Background: an optimization exercise with open tools, aiming at small area, a short achievable clock period and few clock cycles per item. Do not read the settings as production practice.
In this exercise RTL edits were held to simulation tests only and were not proved equivalent to the original.

==> flow/design.v, too long to show whole: its modules and the start of the top module <==
// module booth_enc: 18 lines
// module booth_tree: 1708 lines
// module arima_serial_core: 323 lines
module arima_serial_core
#(
    parameter int N     = 32,
    parameter int Q     = 15,
    parameter int P_MAX = 8,
    parameter int Q_MAX = 8,
    parameter int D_MAX = 2
) (
    input  logic                         clk,
    input  logic                         rst_n,
    input  logic                         clr,
    input  logic [$clog2(P_MAX+1)-1:0]   cfg_p,
    input  logic [$clog2(Q_MAX+1)-1:0]   cfg_q,
    input  logic [$clog2(D_MAX+1)-1:0]   cfg_d,
    input  logic [P_MAX*N-1:0]           ar_coef,
    input  logic [Q_MAX*N-1:0]           ma_coef,
    input  logic signed [N-1:0]          cont,
    input  logic signed [N-1:0]          kalman_beta,
    output logic                         overflow,
    output logic                         busy,
    input  logic                         in_valid,
    output logic                         in_ready,
    input  logic signed [N-1:0]          in_data,
    output logic                         out_valid,
    input  logic                         out_ready,
    output logic signed [N-1:0]          out_data
);
  // ...
==> flow/run.sh <==
#!/bin/bash
# synth_recipe.tcl (not shown) runs the flow's synth.tcl, then flattens the netlist and writes it again
# the make line also repeats each setting of config.mk as NAME=value (left out here)
make -C /OpenROAD-flow-scripts/flow DESIGN_CONFIG=/design/flow/config.mk WORK_HOME=/design/flow/orfs CLKGATE_MAP_FILE= SYNTH_SCRIPT=/design/flow/synth_recipe.tcl finish
==> flow/config.mk <==
export PLATFORM = sky130hd
export DESIGN_NAME = arima_serial_core
export DESIGN_NICKNAME = arima_serial_core
export VERILOG_FILES = /design/flow/design.v
export SDC_FILE = /design/flow/constraint.sdc
export NUM_CORES = 4
export LEC_CHECK = 0
export ABC_CLOCK_PERIOD_IN_PS = 3500
export CAP_MARGIN = 20
export CORE_MARGIN = 2
export CORE_UTILIZATION = 40
export SETUP_SLACK_MARGIN = 0.4
export SLEW_MARGIN = 20
==> flow/constraint.sdc <==
create_clock -name core_clock -period 14.0 [get_ports {clk}]
set_input_delay 2.8000 -clock core_clock [delete_from_list [all_inputs] [get_ports {clk}]]
set_output_delay 2.8000 -clock core_clock [all_outputs]
set_load 0.01 [all_outputs]
==> run_results.csv, run 1 <==
group,metric,value,unit
run_status,outcome,"complete, no violations",
worst_setup_path,crit_slowest_cell,"dfxtp_2",
clock_network,cts-root-buf,"clkbuf_16",
grt,grt_max_degree,164,
clock_network,cts_tree,"built",
routing,antenna_left,0,
layout,fill_cell_instance_count_of_the_final_layout,17567,
layout,multi_input_area_share,49.57,%
layout,non_clock_inverter_count,689,
worst_setup_path,worst_case_reg_to_reg_path_depth,25,
layout,largestRegisters,"ar_h (256), ma_h (256)",
grt,grtUsageTotal,30.58,%
yosys,postSynthAreaPerCell,10.85,µm²
layout,num_antenna_cells,68,
worst_setup_path,arrival,7.71,ns
clock_network,later_pin_clock_latency_in_the_skew_report,0.81,ns
timing,tightestPinTransition,1.148,ns
die,placeableCoreArea,190200,µm²
yosys,synthDominantCellAreaShare,25.52,%
die,num_rows,160,
layout,buffers,786,
die,initial_utilization,40.28,%
clock_network,cts_hold_buffers,0,
Testbench counts, summed over its fixed seeds: cycles 24,123, items 2,560.
==> run 2: changes to the inputs <==
--- a/flow/config.mk
+++ b/flow/config.mk
@@ -5,7 +5,6 @@
 export SDC_FILE = /design/flow/constraint.sdc
 export NUM_CORES = 4
 export LEC_CHECK = 0
-export ABC_CLOCK_PERIOD_IN_PS = 3500
 export CAP_MARGIN = 20
 export CORE_MARGIN = 2
 export CORE_UTILIZATION = 40
==> run 2 against run 1 <==
Net effect: worst hold slack is the same; critical path depth stayed put; area after synthesis did not move; synthesized cell count is the same; non-clock buffer count unchanged; worst setup slack unchanged.
==> run_results.csv, run 2 <==
group,metric,value,unit
yosys,asyncSetResetFlopFracSynth,12.82,%
yosys,synth_cells,7064,
grt,grt_antenna_before_repair,72,
timing,fmax,0.1418,GHz
timing,clock_skew,0.07375,ns
yosys,post_synth_num_cell_types,96,
worst_setup_path,max_stage_delay,0.90,ns
worst_setup_path,path_class,"register to register",
timing,grt_setup_unrepaired,"false",
worst_setup_path,cp-start-kind,"register",
die,num_rows,160,
yosys,synth_area_leader_cell,"edfxtp_1",
yosys,postSynthRegisterBits,1030,
clock_network,cts-root-buf,"clkbuf_16",
timing,layout_min_cycle_time,7.054,ns
routing,num_vias,60002,
yosys,postSynthAreaPerCell,10.85,µm²
run_status,outcome,"complete, no violations",
layout,fill_cell_instance_count_of_the_final_layout,17567,
yosys,netlist_top_cells_count,"684 x inv_1, 651 x edfxtp_1, 507 x a22oi_1",
clock_network,cts_inserted_buffers,113,
layout,synthToLayoutAreaGrowth,17.24,%
grt,globalRoute.totalOverflow,0,
worst_setup_path,arrival,7.71,ns
timing,setup_tns,0,ns
timing,tightestPinTransition,1.148,ns
timing,slew-limit-headroom,23.02,%
die,die_height,441.6,µm
timing,hold-worst-slack,0.4275,ns
flow_run,cap_viol_max_count,0,
layout,final_common_cell,"inv_1",
routing,antenna_left,0,
worst_hold_path,hp-class,"register to register",
routing,post_drt_via_cell_ratio,5.898,
grt,grt_first_pass_wirelength,436300,µm
die,placeableCoreArea,190200,µm²
routing,wl_per_cell,29.79,µm
placement,io_buffer_count,658,
timing,final_number_of_setup_violating_endpoints,0,
worst_setup_path,crit_slowest_cell,"dfxtp_2",
clock_network,clkTransAtPathRegs,0.06,ns
yosys,synth.yosys.warnings,4,
layout,num-nets-final,9040,
clock_network,post_cts_resize_count,0,
yosys,synth_edf_count,651,
die,die-area,195000,µm²
layout,fraction_of_final_layout_cells_with_drive_strength_greater_than_1,8.348,%
worst_setup_path,path_max_fanout,37,
clock_network,cts_hold_buffers,0,
layout,mostFrequentLayoutCells,"684 x inv_1, 656 x clkdlybuf4s50_1, 651 x edfxtp_1, 507 x a22oi_1, 501 x fa_1",
die,boundaryPins,659,
routing,dr.pass1.iters,8,
yosys,synth_sequential_area_ratio,36.28,%
die,initial_utilization,40.28,%
routing,drc_errors,0,
die,die_x,441.6,µm
yosys,synthDominantCellAreaShare,25.52,%
yosys,synth_ff_type,"edfxtp_1",
worst_setup_path,cp.required,14.66,ns
yosys,mappedNetlistArea,76610,µm²
yosys,syn_nets,8608,
placement,place_area,85660,µm²
timing,final_hold_violating_endpoints,0,
grt,grt_max_degree,164,
clock_network,max-clock-path-buffers,3,
timing,final_min_period_over_clock_period,50.38,%
clock_network,clock_tree.htree_level_count,3,
layout,final_util,47.23,%
yosys,synthTopCellsByArea,"edfxtp_1 26%, fa_1 13%, ha_1 6.9%",
placement,dp_hpwl,223600,µm
timing,report.final.slew_viol_count,0,
grt,grtUsageTotal,30.58,%
clock_network,cts_tree,"built",
grt,vias_in_the_first_global_route,59923,
worst_setup_path,cp-end-kind,"register",
yosys,synthMostInstantiatedCell,"inv_1",
clock_network,cts.sinks,1030,
routing,routed_wirelength,303100,µm
placement,place_congestion,0.9799,
layout,largestRegisters,"ar_h (256), ma_h (256)",
clock_network,later_pin_clock_latency_in_the_skew_report,0.81,ns
routing,detailedRoute.firstIterationViolations,6873,
layout,final_area,89820,µm²
clock_network,cts_setup_buffers,0,
-- run 2: cell counts in the layout (fill, tap and decap cells not counted) --
No cell type changed its count.
-- run 2: critical path: cells and delay by family, from the launching register on --
| family | cells | cell delay [ns] |
|---|---|---|
| flip-flops | 1 | 0.90 |
| adder cells (fa/ha/maj) | 3 | 0.88 |
| buffers and inverters | 1 | 0.06 |
| AND/OR/NAND/NOR | 5 | 1.57 |
| AO/OA/AOI/OAI | 14 | 3.12 |
| XOR/XNOR | 2 | 0.39 |
-- run 2: worst paths after layout --
check	slack (ns)	cells after the start	endpoint	from
worst max-delay path	6.95	25	dovf_r$_DFF_PN0_	d_r[1]$_SDFF_PN1_
worst min-delay path	0.43	0	ma_h[1][31]$_DFFE_PP_	ma_h[0][31]$_DFFE_PP_
worst max register to register	6.95	25	dovf_r$_DFF_PN0_	d_r[1]$_SDFF_PN1_
worst min register to register	0.43	0	ma_h[1][31]$_DFFE_PP_	ma_h[0][31]$_DFFE_PP_
max in group asynchronous	10.51	2	e_pend$_DFF_PN0_	rst_n
min in group asynchronous	2.05	1	busy_r$_DFF_PN0_	rst_n
-- run 2: cells by family (layout without fill, tap and decap cells) --
family | Yosys count | in the layout | synth area share (%)
other | 1 | 69 | 0.004895
adders and majority gates | 921 | 921 | 19.95
xor gates and xnor gates | 770 | 770 | 8.803
buffers and inverters | 1158 | 1689 | 5.690
DFF | 1030 | 1030 | 36.28
muxes | 333 | 333 | 6.820
and+or+nand+nor | 1051 | 1051 | 6.361
AOI/OAI and AO/OA | 1800 | 1800 | 16.09
-- run 2: final cells by class --
class / count / area, µm² / area share [%]
antenna: 68 / 170.2 / 0.1894
clock buffer: 146 / 3138 / 3.494
clock inverter: 68 / 839.6 / 0.9347
inverter: 689 / 2586 / 2.879
multi-input combinational: 4876 / 44520 / 49.57
sequential: 1030 / 27850 / 31.01
tap: 2511 / 3142 / 3.498
timing repair buffer: 786 / 7569 / 8.426
-- run 2: metrics by stage --
step	worst slack, ns	instances
2_1_floorplan	1.442	7064
3_3_place_gp	6.916	9891
3_5_place_dp	6.984	9891
4_1_cts	6.941	10105
5_1_grt	6.443	10163
6_report	6.946	10174
-- run 2: metal layers --
layer | up-vias | GRT usage (%) | routed length, µm
met5 | - | 0 | 53
met4 | 8 | 14.39 | 18420
met3 | 514 | 5.460 | 24760
met2 | 3004 | 47.12 | 133800
met1 | 30436 | 41.77 | 126100
li1 | 26040 | - | -
==> module arima_serial_core, before the edit <==
module arima_serial_core
#(
    parameter int N     = 32,
    parameter int Q     = 15,
    parameter int P_MAX = 8,
    parameter int Q_MAX = 8,
    parameter int D_MAX = 2
) (
    input  logic                         clk,
    input  logic                         rst_n,
    input  logic                         clr,
    input  logic [$clog2(P_MAX+1)-1:0]   cfg_p,
    input  logic [$clog2(Q_MAX+1)-1:0]   cfg_q,
    input  logic [$clog2(D_MAX+1)-1:0]   cfg_d,
    input  logic [P_MAX*N-1:0]           ar_coef,
    input  logic [Q_MAX*N-1:0]           ma_coef,
    input  logic signed [N-1:0]          cont,
    input  logic signed [N-1:0]          kalman_beta,
    output logic                         overflow,
    output logic                         busy,
    input  logic                         in_valid,
    output logic                         in_ready,
    input  logic signed [N-1:0]          in_data,
    output logic                         out_valid,
    input  logic                         out_ready,
    output logic signed [N-1:0]          out_data
);
    logic [3:0]  p_r, q_r, nar_r, nold_r, nlast_r;
    logic [1:0]  d_r;
    logic        zero_r, har0_r;
    logic [31:0] cont_r;
    always_ff @(posedge clk) begin
        logic [3:0] pc, qc, na, nm;
        pc = (cfg_p > 4'd8) ? 4'd8 : cfg_p;
        qc = (cfg_q > 4'd8) ? 4'd8 : cfg_q;
        na = (pc == 4'd0) ? 4'd0 : pc - 4'd1;
        nm = (qc == 4'd0) ? 4'd0 : qc - 4'd1;
        p_r     <= pc;
        q_r     <= qc;
        d_r     <= (cfg_d > 2'd2) ? 2'd2 : cfg_d;
        nar_r   <= na;
        nold_r  <= na + nm;
        nlast_r <= (pc == 4'd0 && qc == 4'd0) ? 4'd0 : 4'({1'b0, pc} + {1'b0, qc} - 5'd1);
        zero_r  <= (pc == 4'd0 && qc == 4'd0);
        har0_r  <= (pc != 4'd0);
        cont_r  <= cont;
    end
    logic [31:0] x_r;                  
    logic        xv;                   
    logic        rdy;                  
    logic        acc_d;                
    logic [31:0] lvl0, lvl1;           
    logic [31:0] ar_h [0:7];           
    logic [31:0] ma_h [0:7];           
    logic [3:0]  ar_cnt, ma_cnt;       
    logic [31:0] w_hat;
    logic [36:0] acc;                  
    logic [4:0]  corr;                 
    logic [32:0] lsum;                 
    logic [31:0] out_r;
    logic        out_v;
    logic        m3p;                  
    logic        ovf;
    logic        dovf_r;
    logic [2:0]  nfl;                  
    logic        busy_r;
    logic        cur_act;              
    logic        cur_sh;               
    logic        e_pend;               
    logic [3:0]  k;                    
    logic        bp;                   
    logic        gap;                  
    logic [2:0]  dt;                   
    logic        ddep, dlast, dfirst, dar_ok, dma_ok;
    logic [2:0]  dar_hi, dma_hi, dca, dcm;
    logic        v1, b1, f1;           
    logic [31:0] a1;
    logic [15:0] neg1, one1, two1;
    logic        v2, b2, f2, aovf2;    
    logic [63:15] s2, c2;
    logic        c15_2;
    logic        v3, povf3;            
    logic        aovf3;
    logic beta_go, term_go, last_go, shift_go, acc_ok, take, m3_go, esh;
    always_comb begin
        beta_go  = bp && !gap && !m3p;
        term_go  = cur_act && !(acc_d && !cur_sh) && !beta_go && (!ddep || cur_sh) &&
                   (!bp || (gap && !m3p && !ddep));
        last_go  = term_go && dlast;
        shift_go = cur_act && !cur_sh && xv && !bp && !(v1 && b1);
        acc_ok   = in_valid && rdy && !clr;
        take     = out_v && out_ready && !clr;
        m3_go    = m3p && (!out_v || out_ready) && !clr;
        esh      = cur_sh && !e_pend;
    end
    logic [3:0] k_n, arc_n, mac_n;
    logic       sh_n, esh_n;
    always_comb begin
        if (last_go)      k_n = 4'd0;
        else if (term_go) k_n = k + 4'd1;
        else              k_n = k;
        if (last_go)       sh_n = 1'b0;
        else if (shift_go) sh_n = 1'b1;
        else               sh_n = cur_sh;
        esh_n = sh_n && !shift_go;
        arc_n = (shift_go && ar_cnt != 4'd8) ? ar_cnt + 4'd1 : ar_cnt;
        mac_n = (e_pend && ma_cnt != 4'd8) ? ma_cnt + 4'd1 : ma_cnt;
    end
    logic [2:0] nt;
    logic [3:0] n_mo, n_ahi, n_mhi;
    always_comb begin
        n_mo = k_n - nar_r;
        if (k_n < nar_r)                      nt = T_OAR;
        else if (k_n < nold_r)                nt = T_OMA;
        else if (zero_r)                      nt = T_ZERO;
        else if (k_n == nold_r && har0_r)     nt = T_AR0;
        else                                  nt = T_MA0;
        n_ahi = k_n + {3'd0, sh_n};
        n_mhi = n_mo + {3'd0, esh_n};
    end
    logic [31:0] l0m, l1m, dk1, w_new, e_c;
    logic        dovf, eovf;
    always_comb begin
        logic [32:0] t1, t2, te;
        l0m   = (d_r >= 2'd1) ? lvl0 : 32'd0;
        l1m   = (d_r >= 2'd2) ? lvl1 : 32'd0;
        t1    = {x_r[31], x_r} - {l0m[31], l0m};
        dk1   = t1[31:0];
        w_new = x_r - l0m - l1m;
        t2    = {dk1[31], dk1} - {l1m[31], l1m};
        dovf  = ((d_r >= 2'd1) && (t1[32] != t1[31])) || ((d_r >= 2'd2) && (t2[32] != t2[31]));
        te    = {ar_h[0][31], ar_h[0]} - {w_hat[31], w_hat};
        e_c   = te[31:0];
        eovf  = te[32] != te[31];
    end
    logic [31:0] opa_n, opb_n;
    logic [15:0] neg_n, one_n, two_n;
    always_comb begin
        if (dt == T_OMA || dt == T_MA0) opa_n = ma_coef[dcm*32 +: 32];
        else                            opa_n = ar_coef[dca*32 +: 32];
        if (beta_go)                 opb_n = kalman_beta;
        else case (dt)
            T_OAR:   opb_n = dar_ok ? ar_h[dar_hi] : 32'd0;
            T_OMA:   opb_n = dma_ok ? ma_h[dma_hi] : 32'd0;
            T_AR0:   opb_n = ar_h[0];
            T_MA0:   opb_n = e_c;
            default: opb_n = 32'd0;
        endcase
    end
    booth_enc u_enc (.b(opb_n), .neg(neg_n), .one(one_n), .two(two_n));
    logic [31:0] ma1;
    logic [63:0] s1, c1;
    logic [15:0] lo1;
    logic [4:0]  acc_hi_x;
    assign ma1 = b1 ? acc[31:0] : a1;
    booth_tree u_tree (.a(ma1), .neg(neg1), .one(one1), .two(two1), .s(s1), .c(c1));
    assign lo1      = {1'b0, s1[14:0]} + {1'b0, c1[14:0]};
    assign acc_hi_x = acc[36:32] - corr;
    logic [63:15] p2;
    logic [31:0]  y2;
    logic         povf2, c32_2;
    logic [1:0]   kx2;
    logic [36:0]  acc_n;
    logic [33:0]  of3;
    logic         oovf3;
    always_comb begin
        logic [36:0] base;
        p2    = s2 + c2 + {48'd0, c15_2};
        y2    = p2[46:15];
        povf2 = !((&p2[63:46]) || !(|p2[63:46]));
        c32_2 = p2[47] ^ s2[47] ^ c2[47];
        kx2   = {1'b0, c32_2} + {1'b0, p2[46]};
        base  = f2 ? {{5{cont_r[31]}}, cont_r} : acc;
        acc_n = base + {5'd0, s2[46:15]} + {5'd0, c2[46:15]} + {36'd0, c15_2};
        of3   = {{2{w_hat[31]}}, w_hat} + {lsum[32], lsum};
        oovf3 = !((&of3[33:31]) || !(|of3[33:31]));
    end
    always_ff @(posedge clk) begin
        if (!xv) x_r <= in_data;
        a1   <= opa_n;
        neg1 <= neg_n;
        one1 <= one_n;
        two1 <= two_n;
        s2    <= s1[63:15];
        c2    <= c1[63:15];
        c15_2 <= lo1[15];
        aovf2 <= !((&{acc_hi_x, acc[31]}) || !(|{acc_hi_x, acc[31]}));
        povf3 <= povf2;
        if (shift_go) begin
            ar_h[0] <= w_new;
            for (int i = 1; i < 8; i++) ar_h[i] <= ar_h[i-1];
        end
        if (e_pend) begin
            ma_h[0] <= e_c;
            for (int j = 1; j < 8; j++) ma_h[j] <= ma_h[j-1];
        end
        if (v2 && !b2) begin
            acc  <= acc_n;
            corr <= (f2 ? 5'd0 : corr) + {3'd0, kx2};
        end
        if (v2 && b2) lsum <= {l0m[31], l0m} + {l1m[31], l1m};
        if (m3_go) out_r <= of3[31:0];
        dt     <= nt;
        ddep   <= (nt == T_AR0) || (nt == T_MA0) || (nt == T_ZERO);
        dlast  <= (k_n == nlast_r);
        dfirst <= (k_n == 4'd0);
        dar_hi <= n_ahi[2:0];
        dma_hi <= n_mhi[2:0];
        dar_ok <= n_ahi < arc_n;
        dma_ok <= n_mhi < mac_n;
        dca    <= (nt == T_OAR) ? 3'(k_n + 4'd1) : 3'd0;
        dcm    <= (nt == T_OMA) ? 3'(n_mo + 4'd1) : 3'd0;
    end
    always_ff @(posedge clk or negedge rst_n) begin
        if (!rst_n) begin
            xv      <= 1'b0;
            rdy     <= 1'b1;
            acc_d   <= 1'b0;
            lvl0    <= '0;
            lvl1    <= '0;
            ar_cnt  <= '0;
            ma_cnt  <= '0;
            w_hat   <= '0;
            out_v   <= 1'b0;
            m3p     <= 1'b0;
            ovf     <= 1'b0;
            nfl     <= '0;
            busy_r  <= 1'b0;
            cur_act <= 1'b0;
            cur_sh  <= 1'b0;
            e_pend  <= 1'b0;
            k       <= '0;
            bp      <= 1'b0;
            gap     <= 1'b0;
            v1      <= 1'b0;
            b1      <= 1'b0;
            f1      <= 1'b0;
            v2      <= 1'b0;
            b2      <= 1'b0;
            f2      <= 1'b0;
            v3      <= 1'b0;
            dovf_r  <= 1'b0;
            aovf3   <= 1'b0;
        end else if (clr) begin
            xv      <= 1'b0;
            rdy     <= 1'b1;
            acc_d   <= 1'b0;
            lvl0    <= '0;
            lvl1    <= '0;
            ar_cnt  <= '0;
            ma_cnt  <= '0;
            w_hat   <= '0;
            out_v   <= 1'b0;
            m3p     <= 1'b0;
            ovf     <= 1'b0;
            nfl     <= '0;
            busy_r  <= 1'b0;
            cur_act <= 1'b0;
            cur_sh  <= 1'b0;
            e_pend  <= 1'b0;
            k       <= '0;
            bp      <= 1'b0;
            gap     <= 1'b0;
            v1      <= 1'b0;
            b1      <= 1'b0;
            f1      <= 1'b0;
            v2      <= 1'b0;
            b2      <= 1'b0;
            f2      <= 1'b0;
            v3      <= 1'b0;
            dovf_r  <= 1'b0;
            aovf3   <= 1'b0;
        end else begin
            logic [2:0] nfl_n;
            logic       xv_n;
            v1 <= beta_go || term_go;
            b1 <= beta_go;
            f1 <= term_go && dfirst;
            v2 <= v1;
            b2 <= b1;
            f2 <= f1;
            v3 <= v2;
            dovf_r <= shift_go && dovf;
            aovf3  <= aovf2 && b2;
            xv_n  = acc_ok || (xv && !shift_go);
            xv    <= xv_n;
            rdy   <= !xv_n;
            acc_d <= acc_ok;
            if (shift_go) begin
                if (d_r >= 2'd1) lvl0 <= x_r;
                if (d_r >= 2'd2) lvl1 <= dk1;
            end
            ar_cnt <= arc_n;
            ma_cnt <= mac_n;
            e_pend <= shift_go;
            k      <= k_n;
            cur_sh <= sh_n;
            gap    <= last_go;
            if (beta_go) bp <= 1'b0;
            if (last_go) bp <= 1'b1;
            if (last_go)     cur_act <= xv || acc_ok;
            else if (acc_ok) cur_act <= 1'b1;
            if (v2 && b2) begin
                w_hat <= y2;
                m3p   <= 1'b1;
            end else if (m3_go) begin
                m3p   <= 1'b0;
            end
            if (m3_go)     out_v <= 1'b1;
            else if (take) out_v <= 1'b0;
            if (dovf_r || (e_pend && eovf) || (v3 && povf3) || aovf3 || (m3_go && oovf3))
                ovf <= 1'b1;
            nfl_n  = nfl + {2'd0, acc_ok} - {2'd0, take};
            nfl    <= nfl_n;
            busy_r <= (nfl_n != 3'd0);
        end
    end
    assign in_ready  = rdy;
    assign out_valid = out_v;
    assign out_data  = out_r;
    assign overflow  = ovf;
    assign busy      = busy_r;
endmodule
==> run 3: changes to the inputs <==
--- a/flow/design.v
+++ b/flow/design.v
@@ -1760,22 +1760,22 @@
     input  logic                         out_ready,
     output logic signed [N-1:0]          out_data
 );
-    logic [3:0]  p_r, q_r, nar_r, nold_r, nlast_r;
-    logic [1:0]  d_r;
+    logic [3:0]  nar_r, nold_r;
+    logic [4:0]  psum_r;
+    logic        dge1, dge2;
     logic        zero_r, har0_r;
     logic [31:0] cont_r;
     always_ff @(posedge clk) begin
         logic [3:0] pc, qc, na, nm;
-        pc = (cfg_p > 4'd8) ? 4'd8 : cfg_p;
-        qc = (cfg_q > 4'd8) ? 4'd8 : cfg_q;
+        pc = cfg_p[3] ? 4'd8 : cfg_p;
+        qc = cfg_q[3] ? 4'd8 : cfg_q;
         na = (pc == 4'd0) ? 4'd0 : pc - 4'd1;
         nm = (qc == 4'd0) ? 4'd0 : qc - 4'd1;
-        p_r     <= pc;
-        q_r     <= qc;
-        d_r     <= (cfg_d > 2'd2) ? 2'd2 : cfg_d;
+        dge1    <= (cfg_d != 2'd0);
+        dge2    <= cfg_d[1];
         nar_r   <= na;
         nold_r  <= na + nm;
-        nlast_r <= (pc == 4'd0 && qc == 4'd0) ? 4'd0 : 4'({1'b0, pc} + {1'b0, qc} - 5'd1);
+        psum_r  <= {1'b0, pc} + {1'b0, qc};
         zero_r  <= (pc == 4'd0 && qc == 4'd0);
         har0_r  <= (pc != 4'd0);
         cont_r  <= cont;
@@ -1797,6 +1797,8 @@
     logic        m3p;                  
     logic        ovf;
     logic        dovf_r;
+    logic        sh_d;                 
+    logic [4:0]  dsg;                  
     logic [2:0]  nfl;                  
     logic        busy_r;
     logic        cur_act;              
@@ -1857,13 +1859,12 @@
     logic        dovf, eovf;
     always_comb begin
         logic [32:0] t1, t2, te;
-        l0m   = (d_r >= 2'd1) ? lvl0 : 32'd0;
-        l1m   = (d_r >= 2'd2) ? lvl1 : 32'd0;
-        t1    = {x_r[31], x_r} - {l0m[31], l0m};
-        dk1   = t1[31:0];
+        l0m   = dge1 ? lvl0 : 32'd0;
+        l1m   = dge2 ? lvl1 : 32'd0;
+        dk1   = x_r - l0m;
         w_new = x_r - l0m - l1m;
-        t2    = {dk1[31], dk1} - {l1m[31], l1m};
-        dovf  = ((d_r >= 2'd1) && (t1[32] != t1[31])) || ((d_r >= 2'd2) && (t2[32] != t2[31]));
+        dovf  = ((dsg[4] != dsg[3]) && (dsg[2] == dsg[3])) ||
+                ((dsg[2] != dsg[1]) && (dsg[0] == dsg[1]));
         te    = {ar_h[0][31], ar_h[0]} - {w_hat[31], w_hat};
         e_c   = te[31:0];
         eovf  = te[32] != te[31];
@@ -1887,7 +1888,7 @@
     logic [63:0] s1, c1;
     logic [15:0] lo1;
     logic [4:0]  acc_hi_x;
-    assign ma1 = b1 ? acc[31:0] : a1;
+    assign ma1 = a1;
     booth_tree u_tree (.a(ma1), .neg(neg1), .one(one1), .two(two1), .s(s1), .c(c1));
     assign lo1      = {1'b0, s1[14:0]} + {1'b0, c1[14:0]};
     assign acc_hi_x = acc[36:32] - corr;
@@ -1912,7 +1913,10 @@
     end
     always_ff @(posedge clk) begin
         if (!xv) x_r <= in_data;
-        a1   <= opa_n;
+        if (!beta_go)        a1 <= opa_n;
+        else if (v2 && !b2)  a1 <= acc_n[31:0];
+        else                 a1 <= acc[31:0];
+        if (shift_go) dsg <= {x_r[31], l0m[31], dk1[31], l1m[31], w_new[31]};
         neg1 <= neg_n;
         one1 <= one_n;
         two1 <= two_n;
@@ -1937,7 +1941,7 @@
         if (m3_go) out_r <= of3[31:0];
         dt     <= nt;
         ddep   <= (nt == T_AR0) || (nt == T_MA0) || (nt == T_ZERO);
-        dlast  <= (k_n == nlast_r);
+        dlast  <= zero_r ? (k_n == 4'd0) : ({1'b0, k_n} + 5'd1 == psum_r);
         dfirst <= (k_n == 4'd0);
         dar_hi <= n_ahi[2:0];
         dma_hi <= n_mhi[2:0];
@@ -1949,7 +1953,7 @@
     always_ff @(posedge clk or negedge rst_n) begin
         if (!rst_n) begin
             xv      <= 1'b0;
-            rdy     <= 1'b1;
+            rdy     <= 1'b0;
             acc_d   <= 1'b0;
             lvl0    <= '0;
             lvl1    <= '0;
@@ -1974,7 +1978,7 @@
             b2      <= 1'b0;
             f2      <= 1'b0;
             v3      <= 1'b0;
-            dovf_r  <= 1'b0;
+            sh_d    <= 1'b0;
             aovf3   <= 1'b0;
         end else if (clr) begin
             xv      <= 1'b0;
@@ -2003,7 +2007,7 @@
             b2      <= 1'b0;
             f2      <= 1'b0;
             v3      <= 1'b0;
-            dovf_r  <= 1'b0;
+            sh_d    <= 1'b0;
             aovf3   <= 1'b0;
         end else begin
             logic [2:0] nfl_n;
@@ -2015,15 +2019,15 @@
             b2 <= b1;
             f2 <= f1;
             v3 <= v2;
-            dovf_r <= shift_go && dovf;
+            sh_d   <= shift_go;
             aovf3  <= aovf2 && b2;
             xv_n  = acc_ok || (xv && !shift_go);
             xv    <= xv_n;
             rdy   <= !xv_n;
             acc_d <= acc_ok;
             if (shift_go) begin
-                if (d_r >= 2'd1) lvl0 <= x_r;
-                if (d_r >= 2'd2) lvl1 <= dk1;
+                if (dge1) lvl0 <= x_r;
+                if (dge2) lvl1 <= dk1;
             end
             ar_cnt <= arc_n;
             ma_cnt <= mac_n;
@@ -2043,11 +2047,11 @@
             end
             if (m3_go)     out_v <= 1'b1;
             else if (take) out_v <= 1'b0;
-            if (dovf_r || (e_pend && eovf) || (v3 && povf3) || aovf3 || (m3_go && oovf3))
+            if ((sh_d && dovf) || (e_pend && eovf) || (v3 && povf3) || aovf3 || (m3_go && oovf3))
                 ovf <= 1'b1;
             nfl_n  = nfl + {2'd0, acc_ok} - {2'd0, take};
             nfl    <= nfl_n;
-            busy_r <= (nfl_n != 3'd0);
+            busy_r <= acc_ok || (nfl > 3'd1) || (nfl == 3'd1 && !take);
         end
     end
     assign in_ready  = rdy;
==> run 3 against run 2 <==
Net effect: clock-buffer cell count is 12 higher; still clean on timing, DRC and antenna; via count rose by 1.0%; maximum frequency increased by 18%; critical path depth shrank 4; cell count increased by 0.54%; die area decreased by 1.1%; routed wire length shrank 0.48%; critical endpoint is now ar_h[0][27]$_DFFE_PP_; sequential share of layout area up 0.49 points; synthesized cell count grew 1.3%; first-iteration DRC count shrank 1.4%.
==> run_results.csv, run 3 <==
group,metric,value,unit
run_status,outcome,"complete, no violations",
yosys,synth_area_leader_cell,"edfxtp_1",
placement,place_worst_setup_slack,8.242,ns
yosys,postSynthAreaPerCell,10.59,µm²
yosys,synth.mux.area_fraction,6.914,%
grt,globalRoute.totalOverflow,0,
yosys,synth_compound_area_share,15.73,%
yosys,synthTopCellsByArea,"edfxtp_1 26%, fa_1 12%, dfxtp_1 6.6%",
worst_setup_path,max_stage_delay,0.63,ns
layout,final_util,47.25,%
layout,num-nets-final,9051,
grt,grt_antenna_before_repair,56,
grt,vias_in_the_first_global_route,61038,
clock_network,post_cts_resize_count,0,
layout,fraction_of_final_layout_cells_with_drive_strength_greater_than_1,7.915,%
clock_network,later_pin_clock_latency_in_the_skew_report,0.78,ns
timing,setup_ws_post_layout,8.016,ns
clock_network,cts_hold_buffers,0,
layout,largest_register_ffs,256,
timing,fmax,0.1671,GHz
worst_setup_path,arrival,6.61,ns
layout,post_layout_nonfiller_instances,10229,
worst_setup_path,worstSetupPathDepth,21,
clock_network,max-clock-path-buffers,3,
die,die_x,439.2,µm
placement,placed_cells,9973,
layout,top_register,"ma_h",
die,placeableCoreArea,188000,µm²
routing,drc_errors,0,
routing,num_vias,60606,
worst_setup_path,critical-path-top-delay-family,"compound AO/OA/AOI/OAI gates",
yosys,synth_simple_gate_area_share,7.367,%
timing,clock_skew,0.05346,ns
worst_hold_path,hold_path_depth,0,
yosys,mappedNetlistArea,75770,µm²
yosys,asyncSetResetFlopFracSynth,12.67,%
clock_network,clock_tree.htree_level_count,3,
worst_setup_path,crit_slowest_cell,"or4b_2",
yosys,synth_cells,7153,
placement,place_congestion,1.008,
die,initial_utilization,40.30,%
worst_setup_path,critical_path_buf_inv_count,1,
routing,post_drt_via_cell_ratio,5.925,
timing,slew-limit-headroom,13.47,%
yosys,synth.yosys.warnings,4,
routing,routed_wirelength,301600,µm
placement,dp_hpwl,220900,µm
yosys,post_synth_num_cell_types,92,
clock_network,cts-root-buf,"clkbuf_16",
layout,synthToLayoutAreaGrowth,17.25,%
routing,wl_per_cell,29.49,µm
yosys,synth_ff_type,"edfxtp_1",
yosys,synth_fa_ha_area_share,18.41,%
yosys,synth_edf_count,655,
worst_setup_path,cp.required,14.62,ns
routing,antenna_left,0,
yosys,synth_top_family_by_area,"adder cells",
grt,grt_max_degree,86,
grt,grtUsageTotal,30.72,%
clock_network,clkTransAtPathRegs,0.06,ns
die,boundaryPins,659,
worst_setup_path,path_max_fanout,34,
layout,mostFrequentLayoutCells,"720 x inv_1, 656 x clkdlybuf4s50_1, 655 x edfxtp_1, 514 x a22oi_1, 476 x xnor2_1",
timing,report.final.slew_viol_count,0,
clock_network,cts.sinks,1034,
timing,final_hold_violating_endpoints,0,
clock_network,cts_inserted_buffers,116,
worst_setup_path,timing.critical_path.cells,"buf_4, and2_1, ha_1, fa_1, nor2b_1, o21ai_0, a21boi_0, o21ai_0, a311oi_1, or2_2, nand4_1, a21boi_0, nor2b_1, ha_1, a211oi_1, nand3b_1, a21oi_1, nor3_1, o32a_1, or4b_2, nand3_1",
timing,setup_tns,0,ns
worst_setup_path,cp-end-kind,"register",
clock_network,cts_setup_buffers,0,
routing,dr.pass1.iters,6,
die,die_height,439.2,µm
yosys,netlist_top_cells_count,"720 x inv_1, 655 x edfxtp_1, 514 x a22oi_1",
layout,final_common_cell,"inv_1",
yosys,synth_sequential_area_ratio,36.84,%
timing,grt_setup_unrepaired,"false",
worst_setup_path,path_class,"register to register",
yosys,synthMostInstantiatedCell,"inv_1",
layout,largestRegisters,"ma_h (256), ar_h (255)",
timing,layout_min_cycle_time,5.984,ns
timing,final_min_period_over_clock_period,42.74,%
worst_hold_path,hp-class,"register to register",
yosys,synthDominantCellAreaShare,25.96,%
yosys,postSynthRegisterBits,1034,
grt,grt_first_pass_wirelength,430700,µm
yosys,syn_nets,8608,
worst_setup_path,worst_case_reg_to_reg_path_depth,21,
worst_setup_path,cp-start-kind,"register",
placement,io_buffer_count,658,
timing,final_number_of_setup_violating_endpoints,0,
die,die-area,192900,µm²
yosys,synth_xor_area_share,8.746,%
clock_network,cts_tree,"built",
timing,tightestPinTransition,1.290,ns
flow_run,cap_viol_max_count,0,
routing,detailedRoute.firstIterationViolations,6780,
die,num_rows,159,
## run 3: changes by cell type in the layout (fill, tap and decap cells not counted), moves of 30 or more
cell     delta
inv_1      +36
nand2_1    +88
mux2i_1    +34
ha_1       -59
a21oi_1    +31
nor2_1     +63
xnor2_1    +32
xor2_1     -47
fa_1       -30
## run 3: through the flow
stage	hold WS [ns]	instance area, µm²
CTS	0.4324	88740
detailed placement	0.4311	84840
global placement	0.4229	84820
floorplan	0.4204	75790
finish	0.4229	88840
global route	0.4444	88810
## run 3: layout make-up
class | count | area [µm²]
fillers | 17315 | 99160
multi-input cells | 4922 | 43370
flip-flops and latches | 1034 | 27990
repair buffers | 797 | 7636
clock buffers | 158 | 3183
well taps | 2495 | 3122
inverters | 725 | 2721
clock inverters | 58 | 714.4
diodes | 40 | 100.1
## run 3: cell families (layout without fill, tap and decap cells)
family                     count (synthesis)  in the layout
AOI/OAI and AO/OA                       1774           1774
xor gates and xnor gates                 755            755
adders and majority gates                832            832
buffers and inverters                   1197           1738
DFF                                     1034           1034
muxes                                    339            339
other                                      1             41
and+or+nand+nor                         1221           1221
## run 3: per-layer routing
metal | GRT usage [%] | share of wire [%]
met4 | 22.94 | 8.5
met3 | 7.171 | 9.3
met5 | 0 | 0.020
met1 | 37.65 | 37
met2 | 47.14 | 45
## run 3: worst paths after layout
| kind | start | to | slack (ns) |
|---|---|---|---|
| worst max register to register | dge1$_DFF_P_ | ar_h[0][27]$_DFFE_PP_ | 8.02 |
| worst max-delay path | dge1$_DFF_P_ | ar_h[0][27]$_DFFE_PP_ | 8.02 |
| min in group asynchronous | rst_n | lvl0[12]$_DFFE_PN0P_ | 2.10 |
| max in group asynchronous | rst_n | e_pend$_DFF_PN0_ | 10.48 |
| worst min register to register | ar_h[6][19]$_DFFE_PP_ | ar_h[7][19]$_DFFE_PP_ | 0.42 |
| worst min-delay path | ar_h[6][19]$_DFFE_PP_ | ar_h[7][19]$_DFFE_PP_ | 0.42 |
Testbench counts of run 3, summed over its fixed seeds: cycles 24,131, items 2,560.
==> run 4: changes to the inputs <==
==> flow/flow/run.sh (new file) <==
#!/bin/bash
# Own flow: the standard layout, with two changes to how it is made:
#  - the port buffers are the smallest buffer (sky130_fd_sc_hd__buf_1) instead of
#    buffer_ports' default choice;
#  - timing repair aims for 9.9 ns of setup slack (a 4.1 ns period) (it stops at what it can reach), so it
#    works on the design's slowest paths even though the 14 ns clock is met.
# Synthesis, floorplan, power grid, tap cells, the clock and the SDC are the standard flow's.
set -euo pipefail
export BUFFER_PORTS_ARGS="-buffer_cell sky130_fd_sc_hd__buf_1"
export SETUP_SLACK_MARGIN=9.9
bash standard.sh > standard_flow.log 2>&1
==> flow/standard.sh (new file) <==
#!/bin/bash
# synth_recipe.tcl (not shown) runs the flow's synth.tcl, then flattens the netlist and writes it again
# the make line also repeats each setting of config.mk as NAME=value (left out here)
make -C /OpenROAD-flow-scripts/flow DESIGN_CONFIG=/design/flow/config.mk WORK_HOME=/design/flow/orfs CLKGATE_MAP_FILE= SYNTH_SCRIPT=/design/flow/synth_recipe.tcl "${@:-finish}"
--- a/flow/config.mk
+++ b/flow/config.mk
@@ -8,5 +8,4 @@
 export CAP_MARGIN = 20
 export CORE_MARGIN = 2
 export CORE_UTILIZATION = 40
-export SETUP_SLACK_MARGIN = 0.4
 export SLEW_MARGIN = 20
removed: flow/run.sh
==> run 4 against run 3 <==
Net effect: worst setup slack better by 1.0 ns; clock skew up 0.051 ns; register-to-register slack better by 1.0 ns; critical endpoint unchanged.
==> run_results.csv, run 4 <==
group,metric,value,unit
layout,largest_register_ffs,256,
worst_setup_path,max_stage_delay,0.47,ns
grt,vias_in_the_first_global_route,62406,
die,initial_utilization,40.30,%
yosys,synth_area_leader_cell,"edfxtp_1",
clock_network,cts-root-buf,"clkbuf_16",
worst_setup_path,cp-start-kind,"register",
die,placeableCoreArea,188000,µm²
routing,post_drt_via_cell_ratio,6.052,
layout,fraction_of_final_layout_cells_with_drive_strength_greater_than_1,15.88,%
layout,final_util,48.40,%
die,boundaryPins,659,
routing,drc_errors,0,
placement,place_worst_setup_slack,8.834,ns
yosys,mappedNetlistArea,75770,µm²
clock_network,cts_tree,"built",
grt,globalRoute.totalOverflow,0,
worst_hold_path,hp-class,"register to register",
clock_network,clock_tree.htree_level_count,3,
yosys,synth.yosys.warnings,4,
timing,report.final.slew_viol_count,0,
worst_setup_path,arrival,5.56,ns
yosys,postSynthRegisterBits,1034,
grt,grtUsageTotal,32.36,%
yosys,asyncSetResetFlopFracSynth,12.67,%
routing,dr.pass1.iters,11,
grt,grt_antenna_before_repair,40,
clock_network,cts.sinks,1034,
placement,place_congestion,1.049,
routing,detailedRoute.firstIterationViolations,7726,
clock_network,clkTransAtPathRegs,0.06,ns
yosys,synth_cells,7153,
clock_network,cts_hold_buffers,0,
clock_network,later_pin_clock_latency_in_the_skew_report,0.83,ns
routing,wl_per_cell,31.15,µm
yosys,post_synth_num_cell_types,92,
timing,layout_min_cycle_time,4.935,ns
timing,final_hold_violating_endpoints,0,
timing,grt_setup_unrepaired,"true",
yosys,synth_ff_type,"edfxtp_1",
layout,mostFrequentLayoutCells,"703 x inv_1, 655 x edfxtp_1, 622 x buf_1, 463 x nand2_1, 462 x a22oi_1",
worst_setup_path,path_max_fanout,5,
placement,io_buffer_count,658,
layout,top_register,"ma_h",
yosys,netlist_top_cells_count,"720 x inv_1, 655 x edfxtp_1, 514 x a22oi_1",
layout,final_common_cell,"inv_1",
yosys,syn_nets,8608,
clock_network,max-clock-path-buffers,3,
timing,setup_tns,0,ns
worst_setup_path,path_class,"register to register",
timing,tightestPinTransition,1.132,ns
yosys,synthDominantCellAreaShare,25.96,%
yosys,postSynthAreaPerCell,10.59,µm²
worst_setup_path,crit_slowest_cell,"or4b_4",
clock_network,cts_inserted_buffers,119,
layout,num-nets-final,9303,
timing,setup_ws_post_layout,9.065,ns
yosys,synth_sequential_area_ratio,36.84,%
routing,routed_wirelength,326800,µm
timing,clock_skew,0.1048,ns
routing,num_vias,63495,
placement,dp_hpwl,221300,µm
layout,largestRegisters,"ma_h (256), ar_h (255)",
yosys,synthTopCellsByArea,"edfxtp_1 26%, fa_1 12%, dfxtp_1 6.6%",
worst_setup_path,timing.critical_path.cells,"buf_12, and2_4, ha_4, fa_2, nor2b_2, o21ai_2, a21boi_2, o21ai_2, a311oi_2, or2_4, nand4_1, a21boi_2, o21ai_1, a221oi_2, ha_2, o21a_1, nor2_2, a21o_1, nor3_4, o32a_1, buf_6, or4b_4, nand3_2",
timing,slew-limit-headroom,23.74,%
worst_setup_path,cp-end-kind,"register",
grt,grt_max_degree,146,
layout,final_area,90990,µm²
timing,fmax,0.2026,GHz
routing,antenna_left,0,
timing,final_number_of_setup_violating_endpoints,0,
grt,grt_first_pass_wirelength,449900,µm
flow_run,cap_viol_max_count,0,
yosys,synthMostInstantiatedCell,"inv_1",
die,die_x,439.2,µm
placement,place_area,80820,µm²
timing,final_min_period_over_clock_period,35.25,%
die,num_rows,159,
layout,synthToLayoutAreaGrowth,20.10,%
layout,fill_cell_instance_count_of_the_final_layout,17165,
die,die-area,192900,µm²
die,die_height,439.2,µm
run_status,outcome,"complete, no violations",
yosys,synth_edf_count,655,
worst_setup_path,cp.required,14.63,ns
run 4: cell counts after synthesis:
Identical to the previous run, type by type.
run 4: layer usage:
metal | track usage [%] | routed length, µm | up-vias
met5 | 0 | 428 | -
met4 | 26.72 | 34350 | 26
met3 | 10.08 | 38420 | 1251
met2 | 47.19 | 137200 | 4127
met1 | 39.17 | 116400 | 31373
li1 | - | - | 26718
run 4: cell type report:
cell class / count / area (µm²) / share of cell area (%)
antenna: 42 / 105.1 / 0.1155
clock inverter: 71 / 738.2 / 0.8113
clock buffer: 156 / 3232 / 3.552
inverter: 725 / 2739 / 3.010
tap: 2495 / 3122 / 3.431
timing repair buffer: 1046 / 7680 / 8.440
sequential: 1034 / 28180 / 30.97
multi-input combinational: 4922 / 45200 / 49.68
run 4: through the flow:
step                hold WS, ns  instances
finish                   0.4335      10491
global route             0.4368      10480
CTS                      0.4310      10315
detailed placement       0.4280       9965
global placement         0.4235       9965
floorplan                0.4204       7153
run 4: worst paths after layout:
kind	cells after the start	from	to	slack, ns
max in group asynchronous	3	rst_n	f2$_DFF_PN0_	10.51
max reg2reg	23	dge1$_DFF_P_	ar_h[0][27]$_DFFE_PP_	9.07
min	0	ar_h[4][21]$_DFFE_PP_	ar_h[5][21]$_DFFE_PP_	0.43
min in group asynchronous	1	rst_n	lvl0[9]$_DFFE_PN0P_	2.15
min reg2reg	0	ar_h[4][21]$_DFFE_PP_	ar_h[5][21]$_DFFE_PP_	0.43
max	23	dge1$_DFF_P_	ar_h[0][27]$_DFFE_PP_	9.07
run 4: kinds of logic after synthesis:
family / count (synthesis) / synth area share (%)
AO/OA/AOI/OAI: 1774 / 15.73
AND/OR/NAND/NOR: 1221 / 7.367
buffers and inverters: 1197 / 5.993
flip-flops: 1034 / 36.84
adder cells (fa/ha/maj): 832 / 18.41
XOR/XNOR: 755 / 8.746
multiplexers: 339 / 6.914
other: 1 / 0.004949
run 4: what timing repair did:
action / CTS / global route
cloned: 27 / 19
resized for setup: 385 / 321
buffers inserted: 96 / 114
endpoints found under the setup margin: 192 / 171
endpoints found under the hold margin: 0 / 0
pin swaps: 56 / 138
run 4: critical path, delay by kind of cell (launching register included):
family | cells | cell delay, ns
DFF | 1 | 0.35
buffers and inverters | 2 | 0.27
AOI/OAI and AO/OA | 10 | 1.91
adders and majority gates | 3 | 0.85
and+or+nand+nor | 8 | 1.37
==> run 5: changes to the inputs <==
--- a/flow/design.v
+++ b/flow/design.v
@@ -1799,6 +1799,7 @@
     logic        dovf_r;
     logic        sh_d;                 
     logic [4:0]  dsg;                  
+    logic [31:0] w_r;                  
     logic [2:0]  nfl;                  
     logic        busy_r;
     logic        cur_act;              
@@ -1807,13 +1808,17 @@
     logic [3:0]  k;                    
     logic        bp;                   
     logic        gap;                  
+    logic        shift_q;              
+    logic        acc_init;             
+    logic [5:0]  fin_hi;               
+    logic [4:0]  fin_corr;             
     logic [2:0]  dt;                   
-    logic        ddep, dlast, dfirst, dar_ok, dma_ok;
+    logic        ddep, dlast, dar_ok, dma_ok;
     logic [2:0]  dar_hi, dma_hi, dca, dcm;
-    logic        v1, b1, f1;           
+    logic        v1, b1;               
     logic [31:0] a1;
     logic [15:0] neg1, one1, two1;
-    logic        v2, b2, f2, aovf2;    
+    logic        v2, b2, aovf2;        
     logic [63:15] s2, c2;
     logic        c15_2;
     logic        v3, povf3;            
@@ -1824,11 +1829,12 @@
         term_go  = cur_act && !(acc_d && !cur_sh) && !beta_go && (!ddep || cur_sh) &&
                    (!bp || (gap && !m3p && !ddep));
         last_go  = term_go && dlast;
-        shift_go = cur_act && !cur_sh && xv && !bp && !(v1 && b1);
+        shift_go = shift_q;
         acc_ok   = in_valid && rdy && !clr;
         take     = out_v && out_ready && !clr;
         m3_go    = m3p && (!out_v || out_ready) && !clr;
         esh      = cur_sh && !e_pend;
+        acc_init = beta_go || (!bp && k == 4'd0);
     end
     logic [3:0] k_n, arc_n, mac_n;
     logic       sh_n, esh_n;
@@ -1855,14 +1861,16 @@
         n_ahi = k_n + {3'd0, sh_n};
         n_mhi = n_mo + {3'd0, esh_n};
     end
-    logic [31:0] l0m, l1m, dk1, w_new, e_c;
+    logic [31:0] l0m, l1m, dk1, w_new, w_s, w_c, e_c;
     logic        dovf, eovf;
     always_comb begin
         logic [32:0] t1, t2, te;
         l0m   = dge1 ? lvl0 : 32'd0;
         l1m   = dge2 ? lvl1 : 32'd0;
         dk1   = x_r - l0m;
-        w_new = x_r - l0m - l1m;
+        w_s   = x_r ^ ~l0m ^ ~l1m;
+        w_c   = ((x_r & ~l0m) | (x_r & ~l1m) | (~l0m & ~l1m)) << 1;
+        w_new = w_s + w_c + 32'd2;
         dovf  = ((dsg[4] != dsg[3]) && (dsg[2] == dsg[3])) ||
                 ((dsg[2] != dsg[1]) && (dsg[0] == dsg[1]));
         te    = {ar_h[0][31], ar_h[0]} - {w_hat[31], w_hat};
@@ -1891,7 +1899,7 @@
     assign ma1 = a1;
     booth_tree u_tree (.a(ma1), .neg(neg1), .one(one1), .two(two1), .s(s1), .c(c1));
     assign lo1      = {1'b0, s1[14:0]} + {1'b0, c1[14:0]};
-    assign acc_hi_x = acc[36:32] - corr;
+    assign acc_hi_x = fin_hi[5:1] - fin_corr;
     logic [63:15] p2;
     logic [31:0]  y2;
     logic         povf2, c32_2;
@@ -1900,14 +1908,12 @@
     logic [33:0]  of3;
     logic         oovf3;
     always_comb begin
-        logic [36:0] base;
         p2    = s2 + c2 + {48'd0, c15_2};
         y2    = p2[46:15];
         povf2 = !((&p2[63:46]) || !(|p2[63:46]));
         c32_2 = p2[47] ^ s2[47] ^ c2[47];
         kx2   = {1'b0, c32_2} + {1'b0, p2[46]};
-        base  = f2 ? {{5{cont_r[31]}}, cont_r} : acc;
-        acc_n = base + {5'd0, s2[46:15]} + {5'd0, c2[46:15]} + {36'd0, c15_2};
+        acc_n = acc + {5'd0, s2[46:15]} + {5'd0, c2[46:15]} + {36'd0, c15_2};
         of3   = {{2{w_hat[31]}}, w_hat} + {lsum[32], lsum};
         oovf3 = !((&of3[33:31]) || !(|of3[33:31]));
     end
@@ -1916,33 +1922,40 @@
         if (!beta_go)        a1 <= opa_n;
         else if (v2 && !b2)  a1 <= acc_n[31:0];
         else                 a1 <= acc[31:0];
-        if (shift_go) dsg <= {x_r[31], l0m[31], dk1[31], l1m[31], w_new[31]};
+        if (shift_go) dsg <= {x_r[31], l0m[31], dk1[31], l1m[31], w_r[31]};
+        w_r <= w_new;
         neg1 <= neg_n;
         one1 <= one_n;
         two1 <= two_n;
         s2    <= s1[63:15];
         c2    <= c1[63:15];
         c15_2 <= lo1[15];
-        aovf2 <= !((&{acc_hi_x, acc[31]}) || !(|{acc_hi_x, acc[31]}));
+        aovf2 <= !((&{acc_hi_x, fin_hi[0]}) || !(|{acc_hi_x, fin_hi[0]}));
         povf3 <= povf2;
         if (shift_go) begin
-            ar_h[0] <= w_new;
+            ar_h[0] <= w_r;
             for (int i = 1; i < 8; i++) ar_h[i] <= ar_h[i-1];
         end
         if (e_pend) begin
             ma_h[0] <= e_c;
             for (int j = 1; j < 8; j++) ma_h[j] <= ma_h[j-1];
         end
-        if (v2 && !b2) begin
+        if (acc_init) begin
+            acc  <= {{5{cont_r[31]}}, cont_r};
+            corr <= 5'd0;
+        end else if (v2 && !b2) begin
             acc  <= acc_n;
-            corr <= (f2 ? 5'd0 : corr) + {3'd0, kx2};
+            corr <= corr + {3'd0, kx2};
+        end
+        if (beta_go) begin
+            fin_hi   <= (v2 && !b2) ? acc_n[36:31] : acc[36:31];
+            fin_corr <= (v2 && !b2) ? corr + {3'd0, kx2} : corr;
         end
         if (v2 && b2) lsum <= {l0m[31], l0m} + {l1m[31], l1m};
         if (m3_go) out_r <= of3[31:0];
         dt     <= nt;
         ddep   <= (nt == T_AR0) || (nt == T_MA0) || (nt == T_ZERO);
         dlast  <= zero_r ? (k_n == 4'd0) : ({1'b0, k_n} + 5'd1 == psum_r);
-        dfirst <= (k_n == 4'd0);
         dar_hi <= n_ahi[2:0];
         dma_hi <= n_mhi[2:0];
         dar_ok <= n_ahi < arc_n;
@@ -1973,13 +1986,12 @@
             gap     <= 1'b0;
             v1      <= 1'b0;
             b1      <= 1'b0;
-            f1      <= 1'b0;
             v2      <= 1'b0;
             b2      <= 1'b0;
-            f2      <= 1'b0;
             v3      <= 1'b0;
             sh_d    <= 1'b0;
             aovf3   <= 1'b0;
+            shift_q <= 1'b0;
         end else if (clr) begin
             xv      <= 1'b0;
             rdy     <= 1'b1;
@@ -2002,22 +2014,19 @@
             gap     <= 1'b0;
             v1      <= 1'b0;
             b1      <= 1'b0;
-            f1      <= 1'b0;
             v2      <= 1'b0;
             b2      <= 1'b0;
-            f2      <= 1'b0;
             v3      <= 1'b0;
             sh_d    <= 1'b0;
             aovf3   <= 1'b0;
+            shift_q <= 1'b0;
         end else begin
             logic [2:0] nfl_n;
             logic       xv_n;
             v1 <= beta_go || term_go;
             b1 <= beta_go;
-            f1 <= term_go && dfirst;
             v2 <= v1;
             b2 <= b1;
-            f2 <= f1;
             v3 <= v2;
             sh_d   <= shift_go;
             aovf3  <= aovf2 && b2;
@@ -2032,6 +2041,9 @@
             ar_cnt <= arc_n;
             ma_cnt <= mac_n;
             e_pend <= shift_go;
+            shift_q <= ((last_go ? (xv || acc_ok) : (cur_act || acc_ok)) && !sh_n &&
+                        (acc_ok || (xv && !shift_go)) &&
+                        !(last_go || (bp && !beta_go)) && !beta_go && !acc_ok);
             k      <= k_n;
             cur_sh <= sh_n;
             gap    <= last_go;
==> run 5 against run 4 <==
Net effect: still clean; clock skew is 0.0024 ns lower; maximum frequency is 16% higher; via count is 4.8% lower; area after synthesis is 1.9% higher; utilization is 1.1 points lower; sequential share of layout area is 0.94 points higher; flip-flop and latch count is 41 higher; final area is 0.15% lower; critical path depth is 22 lower.
==> run_results.csv, run 5 <==
group,metric,value,unit
run_status,outcome,"complete, no violations",
yosys,synthMostInstantiatedCell,"inv_1",
placement,dp_hpwl,200600,µm
routing,antenna_left,0,
timing,grt_setup_unrepaired,"true",
yosys,synthDominantCellAreaShare,25.70,%
yosys,postSynthAreaPerCell,10.83,µm²
die,initial_utilization,40.19,%
layout,final_area,90860,µm²
worst_setup_path,critical_path_buf_inv_count,1,
timing,report.final.slew_viol_count,0,
timing,tightestPinTransition,1.057,ns
routing,post_drt_via_cell_ratio,5.824,
clock_network,cts.sinks,1075,
layout,synthToLayoutAreaGrowth,17.65,%
yosys,postSynthRegisterBits,1075,
layout,largestRegisters,"ma_h (256), ar_h (255)",
clock_network,clock_tree.htree_level_count,3,
clock_network,cts-root-buf,"clkbuf_16",
timing,final_number_of_setup_violating_endpoints,0,
timing,slew-limit-headroom,29.54,%
placement,place_worst_setup_slack,8.730,ns
placement,place_congestion,0.9717,
worst_setup_path,path_max_fanout,1,
worst_setup_path,critical-path-top-delay-family,"flip-flops",
timing,final_min_period_over_clock_period,30.42,%
yosys,synth_area_leader_cell,"edfxtp_1",
worst_setup_path,cp-end-kind,"primary output",
yosys,synth_edf_count,661,
clock_network,cts_hold_buffers,0,
grt,grt_antenna_before_repair,58,
worst_setup_path,timing.critical_path.cells,"buf_1",
worst_setup_path,cp.required,11.20,ns
grt,grt_max_degree,168,
timing,final_hold_violating_endpoints,0,
yosys,mappedNetlistArea,77230,µm²
routing,routed_wirelength,288000,µm
timing,setup_tns,0,ns
clock_network,max-clock-path-buffers,3,
yosys,synth_cells,7132,
layout,num-nets-final,9260,
yosys,synthTopCellsByArea,"edfxtp_1 26%, fa_1 13%, dfxtp_1 7.4%",
yosys,synth.yosys.warnings,4,
placement,io_buffer_count,658,
layout,largest_register_ffs,256,
timing,clock_skew,0.1024,ns
yosys,netlist_top_cells_count,"704 x inv_1, 661 x edfxtp_1, 512 x a22oi_1",
timing,layout_min_cycle_time,4.258,ns
yosys,syn_nets,8674,
timing,fmax,0.2348,GHz
die,die_x,443.4,µm
yosys,asyncSetResetFlopFracSynth,12.09,%
die,boundaryPins,659,
yosys,post_synth_num_cell_types,93,
layout,fraction_of_final_layout_cells_with_drive_strength_greater_than_1,13.75,%
worst_setup_path,path_class,"register to primary output",
worst_hold_path,hp-class,"register to register",
clock_network,cts_inserted_buffers,120,
yosys,synth_sequential_area_ratio,37.28,%
placement,place_area,82230,µm²
clock_network,later_pin_clock_latency_in_the_skew_report,0.83,ns
die,die_height,443.4,µm
worst_setup_path,cp-start-kind,"register",
layout,top_register,"ma_h",
yosys,synth_ff_type,"edfxtp_1",
worst_setup_path,arrival,1.46,ns
die,num_rows,161,
layout,fill_cell_instance_count_of_the_final_layout,17753,
grt,grt_first_pass_wirelength,413900,µm
routing,drc_errors,0,
die,die-area,196600,µm²
worst_setup_path,max_stage_delay,0.50,ns
routing,detailedRoute.firstIterationViolations,6867,
grt,vias_in_the_first_global_route,60501,
layout,mostFrequentLayoutCells,"685 x inv_1, 661 x edfxtp_1, 626 x buf_1, 489 x nand2_1, 461 x a22oi_1",
die,placeableCoreArea,192200,µm²
clock_network,cts_tree,"built",
routing,num_vias,60456,
routing,wl_per_cell,27.75,µm
grt,globalRoute.totalOverflow,0,
layout,final_common_cell,"inv_1",
worst_setup_path,crit_slowest_cell,"edfxtp_1",
timing,setup_ws_post_layout,9.742,ns
grt,grtUsageTotal,28.47,%
clock_network,clkTransAtPathRegs,0.06,ns
routing,dr.pass1.iters,9,
flow_run,cap_viol_max_count,0,
layout,final_util,47.28,%
## run 5: worst paths after layout
path                                startpoint                    to  slack [ns]  depth (start not counted)
max                        out_r[30]$_DFFE_PP_          out_data[30]        9.74                          1
min                             w_r[5]$_DFF_P_  ar_h[0][5]$_DFFE_PP_        0.40                          0
max reg2reg                     a1[21]$_DFF_P_        c2[20]$_DFF_P_        9.78                         12
min reg2reg                     w_r[5]$_DFF_P_  ar_h[0][5]$_DFFE_PP_        0.40                          0
max in group asynchronous                rst_n  w_hat[1]$_DFFE_PN0P_       10.56                          2
min in group asynchronous                rst_n  lvl1[14]$_DFFE_PN0P_        2.18                          1
## run 5: final cells by class
| type | count | area (µm²) | share of cell area, % |
|---|---|---|---|
| diodes | 31 | 77.57 | 0.08538 |
| clock buffers | 161 | 3331 | 3.666 |
| clock inverters | 66 | 885.9 | 0.9750 |
| inverters | 707 | 2666 | 2.934 |
| multi-input cells | 4883 | 45420 | 49.99 |
| flip-flops and latches | 1075 | 28990 | 31.90 |
| well taps | 2526 | 3161 | 3.478 |
| repair buffers | 931 | 6330 | 6.966 |
## run 5: repair_timing
| item | in CTS | in global routing |
|---|---|---|
| pin swaps | 43 | 114 |
| cloned | 25 | 7 |
| resized for setup | 331 | 282 |
| buffers inserted | 69 | 49 |
| setup endpoints to repair | 155 | 152 |
| endpoints found under the hold margin | 0 | 0 |
## run 5: cell families (layout without fill, tap and decap cells)
logic type,after synthesis,after routing,share of synthesized area (%)
xor gates and xnor gates,779,779,8.834
AOI/OAI and AO/OA,1698,1698,14.64
muxes,312,312,6.874
DFF,1075,1075,37.28
adders and majority gates,919,919,19.77
and+or+nand+nor,1174,1174,6.871
buffers and inverters,1174,1865,5.730
other,1,32,0.004856
## run 5: through the flow
step | instances | hold WS [ns]
2_1_floorplan | 7132 | 0.3855
4_1_cts | 10293 | 0.4029
3_5_place_dp | 9972 | 0.3887
6_report | 10380 | 0.4033
5_1_grt | 10374 | 0.4077
3_3_place_gp | 9972 | 0.3893
## run 5: metal layers
| layer | wire (µm) | track usage (%) | share of wire [%] | up-vias |
|---|---|---|---|---|
| met5 | 57 | 0 | 0.020 | - |
| met4 | 17190 | 15.23 | 6.0 | 10 |
| met3 | 28880 | 7.152 | 10 | 729 |
| met2 | 128600 | 43.15 | 45 | 3285 |
| met1 | 113300 | 37.46 | 39 | 30164 |
| li1 | - | - | - | 26268 |
Testbench counts of run 5, summed over its fixed seeds: cycles 24,139, items 2,560.
==> run 6: changes to the inputs <==
--- a/flow/config.mk
+++ b/flow/config.mk
@@ -7,5 +7,8 @@
 export LEC_CHECK = 0
 export CAP_MARGIN = 20
 export CORE_MARGIN = 2
-export CORE_UTILIZATION = 40
+export CORE_UTILIZATION = 55
+export CTS_CLUSTER_DIAMETER = 80
+export CTS_CLUSTER_SIZE = 30
+export PLACE_DENSITY = 0.7
 export SLEW_MARGIN = 20
==> run 6 against run 5 <==
Net effect: sequential share of layout area up 1.0 points; critical path type unchanged; clock skew is 0.059 ns lower; register-to-register slack lost 0.07 ns; utilization increased by 16 points; still clean on timing, DRC and antenna; largest cell class unchanged; maximum frequency decreased by 1.6%; clock-buffer cell count shrank 89; flip-flop and latch count did not move; cell count decreased by 6.7%; non-clock buffer count increased by 19.
==> run_results.csv, run 6 <==
group,metric,value,unit
worst_setup_path,worst_setup_path_startpoint,"out_r[10]$_DFFE_PP_",
routing,antenna_left,0,
layout,largest_register_ffs,256,
grt,grt_max_degree,90,
worst_setup_path,timing.critical_path.cells,"clkbuf_2",
timing,setup_ws_post_layout,9.674,ns
worst_hold_path,hold_path_depth,0,
routing,num_vias,62654,
layout,mostFrequentLayoutCells,"696 x inv_1, 661 x edfxtp_1, 636 x buf_1, 490 x a22oi_1, 488 x nand2_1",
timing,report.final.slew_viol_count,0,
clock_network,later_pin_clock_latency_in_the_skew_report,0.74,ns
yosys,asyncSetResetFlopFracSynth,12.09,%
grt,grt_first_pass_wirelength,414200,µm
timing,final_min_period_over_clock_period,30.90,%
timing,slew-limit-headroom,21.89,%
layout,synthToLayoutAreaGrowth,14.31,%
timing,grt_setup_unrepaired,"true",
worst_setup_path,path_max_fanout,1,
timing,tightestPinTransition,1.172,ns
clock_network,clock_tree.htree_level_count,3,
worst_hold_path,hp-class,"register to register",
die,initial_utilization,55.42,%
worst_setup_path,crit_slowest_cell,"edfxtp_1",
worst_setup_path,cp-end-kind,"primary output",
yosys,synthTopCellsByArea,"edfxtp_1 26%, fa_1 13%, dfxtp_1 7.4%",
worst_setup_path,cp-start-kind,"register",
yosys,mappedNetlistArea,77230,µm²
layout,largestRegisters,"ma_h (256), ar_h (255)",
timing,final_hold_violating_endpoints,0,
die,boundaryPins,659,
placement,io_buffer_count,658,
timing,final_number_of_setup_violating_endpoints,0,
yosys,postSynthRegisterBits,1075,
flow_run,cap_viol_max_count,0,
run_status,outcome,"complete, no violations",
yosys,netlist_top_cells_count,"704 x inv_1, 661 x edfxtp_1, 512 x a22oi_1",
yosys,postSynthAreaPerCell,10.83,µm²
yosys,syn_nets,8674,
worst_setup_path,cp.required,11.20,ns
layout,final_common_cell,"inv_1",
die,placeableCoreArea,139400,µm²
worst_setup_path,path_class,"register to primary output",
grt,grt_antenna_before_repair,82,
yosys,post_synth_num_cell_types,93,
clock_network,max-clock-path-buffers,3,
yosys,synth.yosys.warnings,4,
[run 6: per-stage QoR]
step	hold WS, ns	area, µm²	cells
after floorplan	0.3855	77370	7132
after global routing	0.4177	88250	9673
after detailed placement	0.3887	81330	9310
final	0.4117	88280	9686
after global placement	0.3862	81330	9310
after CTS	0.4120	85470	9485
[run 6: area by class of cell]
| type | instances | area [µm²] | share of cell area (%) |
|---|---|---|---|
| multi-input cells | 4883 | 45110 | 51.10 |
| flip-flops and latches | 1075 | 29090 | 32.95 |
| repair buffers | 950 | 6385 | 7.233 |
| inverters | 707 | 2664 | 3.017 |
| well taps | 1876 | 2347 | 2.659 |
| clock buffers | 72 | 1738 | 1.969 |
| clock inverters | 51 | 765.7 | 0.8674 |
| diodes | 72 | 180.2 | 0.2041 |
[run 6: path summary, 6_finish.rpt]
path	end	slack, ns
worst max-delay path	out_data[10]	9.67
worst min-delay path	dsg[0]$_DFFE_PP_	0.41
worst max register to register	w_r[8]$_DFF_P_	9.71
worst min register to register	dsg[0]$_DFFE_PP_	0.41
max in group asynchronous	w_hat[0]$_DFFE_PN0P_	10.44
min in group asynchronous	lvl0[17]$_DFFE_PN0P_	2.34
[run 6: per-layer routing]
layer  vias to the layer above  GRT usage, %  part of all wire (%)
met3                      1087         13.12                    13
met1                     30795         51.17                    36
met4                        38         26.93                   8.5
met5                         -        0.7204                 0.095
met2                      4505         58.34                    43
li1                      26229             -                     -
[run 6: what timing repair did]
item	CTS	global route
cloned	8	21
setup buffers	44	108
resized for setup	223	287
setup endpoints to repair	139	188
pin swaps	24	81
[run 6: cell families after synthesis]
group / after synthesis / share of synthesized area (%)
adders and majority gates: 919 / 19.77
muxes: 312 / 6.874
xor gates and xnor gates: 779 / 8.834
and+or+nand+nor: 1174 / 6.871
buffers and inverters: 1174 / 5.730
DFF: 1075 / 37.28
AOI/OAI and AO/OA: 1698 / 14.64
other: 1 / 0.004856

==> static timing again, ports no longer ideal <==
How much do the figures lean on ideal ports? The routed layouts below were timed once more, with nothing changed but the port constraints. Step 1 sets driving cells, clkbuf_16 on the clock port and buf_2 on the other inputs (assumed; they add their load-dependent delay and slew). Step 2 moves the port delays by t, midway between the first and last clock arrival at a register: inputs arrive t later, outputs are due t later. That takes back most of the time a late clock gives input paths. Three values: no drivers, after step 1, after step 2; two values: the first two.
| run | t, ns | setup slack, ns | worst setup path at the end | clock arrival spread, ns |
|---|---|---|---|---|
| run 1 | 0.869 | 6.946 / 6.946 / 6.946 | register to register | 0.080 / 0.079 |
| run 2 | 0.869 | 6.946 / 6.946 / 6.946 | register to register | 0.080 / 0.079 |
| run 3 | 0.830 | 8.016 / 8.016 / 8.016 | register to register | 0.054 / 0.054 |
| run 4 | 0.854 | 9.065 / 9.065 / 9.030 | input to register | 0.106 / 0.107 |
| run 5 | 0.852 | 9.742 / 9.664 / 9.090 | input to register | 0.103 / 0.102 |
| run 6 | 0.791 | 9.674 / 9.598 / 9.168 | input to register | 0.046 / 0.046 |
After both steps setup and hold are still met in every run listed. For run 5, which loses most, drivers alone change the setup slack by -0.078 ns; drivers and shift together by -0.652 ns.
